This design comes from an exercise in tuning for small area and few clock cycles per item on the open sky130 flow, not from production work. Only simulation tests tie the RTL to the original design; equivalence was not proved. The flow treats the clock pin as an ideal source, which a real chip does not have.

main:
==> module layer_loader_top, before the edit <==
module layer_loader_top (
	input  logic        aclk,
	input  logic        aresetn,
	input  logic        desc_we_i,
	input  logic [31:0] desc_wei_addr_i,
	input  logic [24:0] desc_wei_nburst_i,
	input  logic [7:0]  desc_wei_last_bytes_i,
	input  logic [31:0] desc_ftm_addr_i,
	input  logic [24:0] desc_ftm_nburst_i,
	input  logic [7:0]  desc_ftm_last_bytes_i,
	output logic        desc_ready_o,
	input  logic        wb_full_i,
	input  logic        fb_full_i,
	input  logic        wb_sufficient_i,
	output logic        rd_start_o,
	output logic [31:0] rd_addr_o,
	output logic [24:0] rd_nburst_o,
	input  logic        rd_beat_i,
	input  logic [63:0] rd_data_i,
	output logic [7:0]  wb_we_o,
	output logic [7:0]  fb_we_o,
	output logic [63:0] buf_data_o,
	output logic        layer_done_o
);
	logic        active;    
	logic        open;      
	logic        sel;       
	logic        w_done;    
	logic        f_done;    
	logic [31:0] w_addr, f_addr;
	logic [24:0] w_rem, f_rem;
	logic [3:0]  w_lbn, f_lbn;
	logic [5:0]  k;         
	logic [24:0] c_rem;
	logic        c_final;
	logic        c_full;
	assign c_rem   = sel ? f_rem : w_rem;
	assign c_final = (c_rem[24:3] == '0) && !(c_rem[2] && (c_rem[1:0] != 2'b00));
	assign c_full  = sel ? fb_full_i : wb_full_i;
	assign desc_ready_o = !active;
	assign rd_start_o   = active && !open && !c_full;
	assign rd_addr_o    = sel ? f_addr : w_addr;
	assign rd_nburst_o  = {22'd0, !c_final || c_rem[2], c_final ? c_rem[1:0] : 2'b00};
	logic       beat;
	logic       s_done;
	logic [1:0] hi_t;
	logic [3:0] lo_t;
	logic [5:0] k_inc;
	logic       last_beat;
	assign beat      = rd_beat_i && open;
	assign s_done    = sel ? f_done : w_done;
	assign k_inc     = k + 6'd1;
	assign hi_t      = s_done ? (sel ? f_rem[1:0] : w_rem[1:0]) : 2'b00;
	assign lo_t      = s_done ? (sel ? f_lbn : w_lbn) : 4'h0;
	assign last_beat = beat && ({k[5] ^ k[4], !k[4]} == hi_t) && (k_inc[3:0] == lo_t);
	assign layer_done_o = last_beat && w_done && f_done;
	assign wb_we_o      = (beat && !sel) ? (8'd1 << k[2:0]) : 8'd0;
	assign fb_we_o      = (beat &&  sel) ? (8'd1 << k[2:0]) : 8'd0;
	assign buf_data_o   = rd_data_i;
	logic sel_nxt;
	assign sel_nxt = !f_done && (sel || w_done || wb_sufficient_i);
	always_ff @(posedge aclk) begin
		if (!aresetn) begin
			active <= 1'b0;
			open   <= 1'b0;
		end else begin
			if (!active) active <= desc_we_i;
			else if (layer_done_o) active <= 1'b0;
			if (rd_start_o) open <= 1'b1;
			else if (last_beat) open <= 1'b0;
		end
	end
	always_ff @(posedge aclk) begin
		k <= open ? (beat ? k_inc : k) : 6'd0;
	end
	always_ff @(posedge aclk) begin
		if (!active) begin
			sel    <= 1'b0;
			w_done <= 1'b0;
			f_done <= 1'b0;
		end else begin
			if (last_beat) sel <= sel_nxt;
			if (rd_start_o && !sel && c_final) w_done <= 1'b1;
			if (rd_start_o &&  sel && c_final) f_done <= 1'b1;
		end
	end
	logic       rot;
	logic       c_inc, c_dec;      
	logic       a_lsb, r_lsb;
	assign rot   = beat && !s_done && (k < 6'd23);
	assign a_lsb = sel ? f_addr[9] : w_addr[9];
	assign r_lsb = sel ? f_rem[2]  : w_rem[2];
	always_ff @(posedge aclk) begin
		if (rd_start_o) begin
			c_inc <= 1'b1;
			c_dec <= 1'b1;
		end else if (rot) begin
			c_inc <= c_inc &&  a_lsb;
			c_dec <= c_dec && !r_lsb;
		end
	end
	always_ff @(posedge aclk) begin
		if (!active) begin
			w_addr <= desc_wei_addr_i;
			w_rem  <= desc_wei_nburst_i;
			f_addr <= desc_ftm_addr_i;
			f_rem  <= desc_ftm_nburst_i;
		end else if (rot) begin
			w_addr[31:9] <= {w_addr[9] ^ (c_inc && !sel), w_addr[31:10]};
			w_rem[24:2]  <= {w_rem[2]  ^ (c_dec && !sel), w_rem[24:3]};
			f_addr[31:9] <= {f_addr[9] ^ (c_inc &&  sel), f_addr[31:10]};
			f_rem[24:2]  <= {f_rem[2]  ^ (c_dec &&  sel), f_rem[24:3]};
		end
	end
	always_ff @(posedge aclk) begin
		if (!active) begin
			w_lbn <= desc_wei_last_bytes_i[6:3];
			f_lbn <= desc_ftm_last_bytes_i[6:3];
		end
	end
endmodule
Settings: LEC_CHECK=0, CAP_MARGIN=20, CORE_MARGIN=2, CORE_UTILIZATION=65, SLEW_MARGIN=20; clock period 8.0 ns.
standard.sh (not shown) runs the stock make flow with config.mk's settings and CLKGATE_MAP_FILE= SYNTH_SCRIPT=/design/flow/synth_recipe.tcl, a recipe that flattens the netlist after the stock synthesis.
==> flow/flow/run.sh <==
#!/bin/bash
# Standard synthesis, then its combinational logic re-mapped by ABC for area (registers kept
# as they are); then the standard layout, with the ports buffered by the smallest buffer, a
# clock tree of clkbuf_4 leaves (upsized where their flip-flops would see a slow clock slew,
# flow/post_cts.tcl) under a clkbuf_8 root, without dummy loads. Each tool's output goes to
# a log here.
set -euo pipefail
W=$(pwd)

export BUFFER_PORTS_ARGS="-buffer_cell sky130_fd_sc_hd__buf_1"
export CTS_ARGS="-sink_clustering_enable -repair_clock_nets -dont_use_dummy_load -root_buf sky130_fd_sc_hd__clkbuf_8 -buf_list {sky130_fd_sc_hd__clkbuf_4}"
export POST_CTS_TCL="$W/flow/post_cts.tcl"
bash standard.sh synth > standard_synth.log 2>&1
R=$W/orfs/results/${FLOW_PLATFORM:-sky130hd}/layer_loader_top/base
LIB=$FLOW_HOME/platforms/sky130hd/lib/sky130_fd_sc_hd__tt_025C_1v80.lib
cp $R/1_2_yosys.v $W/standard_1_2_yosys.v
sed -e "s#LIBFILE#$LIB#g" -e "s#INFILE#$W/standard_1_2_yosys.v#" -e "s#OUTFILE#$W/remapped.v#" \
    -e "s#SCRIPTFILE#$W/flow/abc_area.script#" -e "s#TOPNAME#${FLOW_TOP:-layer_loader_top}#" \
    $W/flow/remap.ys > $W/remap_run.ys
yosys -s $W/remap_run.ys > remap.log 2>&1
cp $W/remapped.v $R/1_2_yosys.v
rm -f $R/1_synth.odb $R/1_synth.sdc
bash standard.sh finish > standard.log 2>&1
Other scripts of this flow, unchanged in this note and not shown: flow/flow/abc_area.script, flow/flow/post_cts.tcl, flow/flow/remap.ys
Testbench counts of main, summed over its fixed seeds: cycles 86,800, beats 73,010.
The following lists how the feature branch was set up differently from main:
--- a/flow/design.v
+++ b/flow/design.v
@@ -28,11 +28,11 @@
 	logic        sel;       
 	logic        w_done;    
 	logic        f_done;    
 	logic [31:0] w_addr, f_addr;
 	logic [24:0] w_rem, f_rem;
-	logic [3:0]  w_lbn, f_lbn;
+	logic [3:0]  w_lbi, f_lbi;
 	logic [5:0]  k;         
 	logic [24:0] c_rem;
 	logic        c_final;
 	logic        c_full;
 	assign c_rem   = sel ? f_rem : w_rem;
@@ -44,18 +44,16 @@
 	assign rd_nburst_o  = {22'd0, !c_final || c_rem[2], c_final ? c_rem[1:0] : 2'b00};
 	logic       beat;
 	logic       s_done;
 	logic [1:0] hi_t;
 	logic [3:0] lo_t;
-	logic [5:0] k_inc;
 	logic       last_beat;
 	assign beat      = rd_beat_i && open;
 	assign s_done    = sel ? f_done : w_done;
-	assign k_inc     = k + 6'd1;
-	assign hi_t      = s_done ? (sel ? f_rem[1:0] : w_rem[1:0]) : 2'b00;
-	assign lo_t      = s_done ? (sel ? f_lbn : w_lbn) : 4'h0;
-	assign last_beat = beat && ({k[5] ^ k[4], !k[4]} == hi_t) && (k_inc[3:0] == lo_t);
+	assign hi_t      = s_done ? ((sel ? f_rem[1:0] : w_rem[1:0]) - 2'd1) : 2'b11;
+	assign lo_t      = s_done ? (sel ? f_lbi : w_lbi) : 4'hf;
+	assign last_beat = beat && (k == {hi_t, lo_t});
 	assign layer_done_o = last_beat && w_done && f_done;
 	assign wb_we_o      = (beat && !sel) ? (8'd1 << k[2:0]) : 8'd0;
 	assign fb_we_o      = (beat &&  sel) ? (8'd1 << k[2:0]) : 8'd0;
 	assign buf_data_o   = rd_data_i;
 	logic sel_nxt;
@@ -70,11 +68,11 @@
 			if (rd_start_o) open <= 1'b1;
 			else if (last_beat) open <= 1'b0;
 		end
 	end
 	always_ff @(posedge aclk) begin
-		k <= open ? (beat ? k_inc : k) : 6'd0;
+		k <= open ? (k + {5'd0, beat}) : 6'd0;
 	end
 	always_ff @(posedge aclk) begin
 		if (!active) begin
 			sel    <= 1'b0;
 			w_done <= 1'b0;
@@ -113,10 +111,10 @@
 			f_rem[24:2]  <= {f_rem[2]  ^ (c_dec &&  sel), f_rem[24:3]};
 		end
 	end
 	always_ff @(posedge aclk) begin
 		if (!active) begin
-			w_lbn <= desc_wei_last_bytes_i[6:3];
-			f_lbn <= desc_ftm_last_bytes_i[6:3];
+			w_lbi <= desc_wei_last_bytes_i[6:3] - 4'd1;
+			f_lbi <= desc_ftm_last_bytes_i[6:3] - 4'd1;
 		end
 	end
 endmodule
[summary]
- Going from main to the feature branch, the number of buffer and inverter instances along the worst setup path was found to have gone down by 1.
- In the reports for main and the feature branch, the smaller delay of the slowest cell on the worst path belongs to main.
- main has a higher met3 layer usage reported by global route than the feature branch.
- As far as area of all placed cells without fillers is concerned, main and the feature branch perform about the same.
- Setup slack after layout ended up 0.40 ns lower on the feature branch than on main.
- Looking at final worst-path cycle share across main and the feature branch, the one that comes out higher is the feature branch.
- Cmp main and the feature branch / number of global-route vias before repair / higher: main
- main was routed with more vias than the feature branch.
- Diff the feature branch..main | die area | negligible
- Taking main as the reference point, the final critical delay including setup and external delays of the feature branch rises by 0.40 ns.
Testbench counts of the feature branch, summed over its fixed seeds: cycles 86,800, beats 73,010.

[what the ideal ports hide]
The results above use ideal ports. As a check the final layouts listed here were re-extracted and re-timed, cells and wires unchanged. Step 1, drivers: a clkbuf_16 drives aclk and a buf_2 each remaining input, both assumed. Step 2 adds t to the input delays and takes it off the output delays; t is the mean of the earliest and latest rising clock arrival at the registers after step 1. Input paths then give back, and output paths get back, about the clock's delay inside the block. Three values: ideal, step 1, step 2; two values: the first two.
| run | t, ns | slack for setup (ns) | cell pins on the clock port's net |
|---|---|---|---|
| main | 0.435 | 2.952 / 2.879 / 2.879 | 1 |
| the feature branch | 0.432 | 2.551 / 2.514 / 2.946 | 1 |
After both steps setup and hold are still met in every run listed. The setup slack of main, which loses most, moves by -0.073 ns with the drivers and by -0.073 ns with both steps.
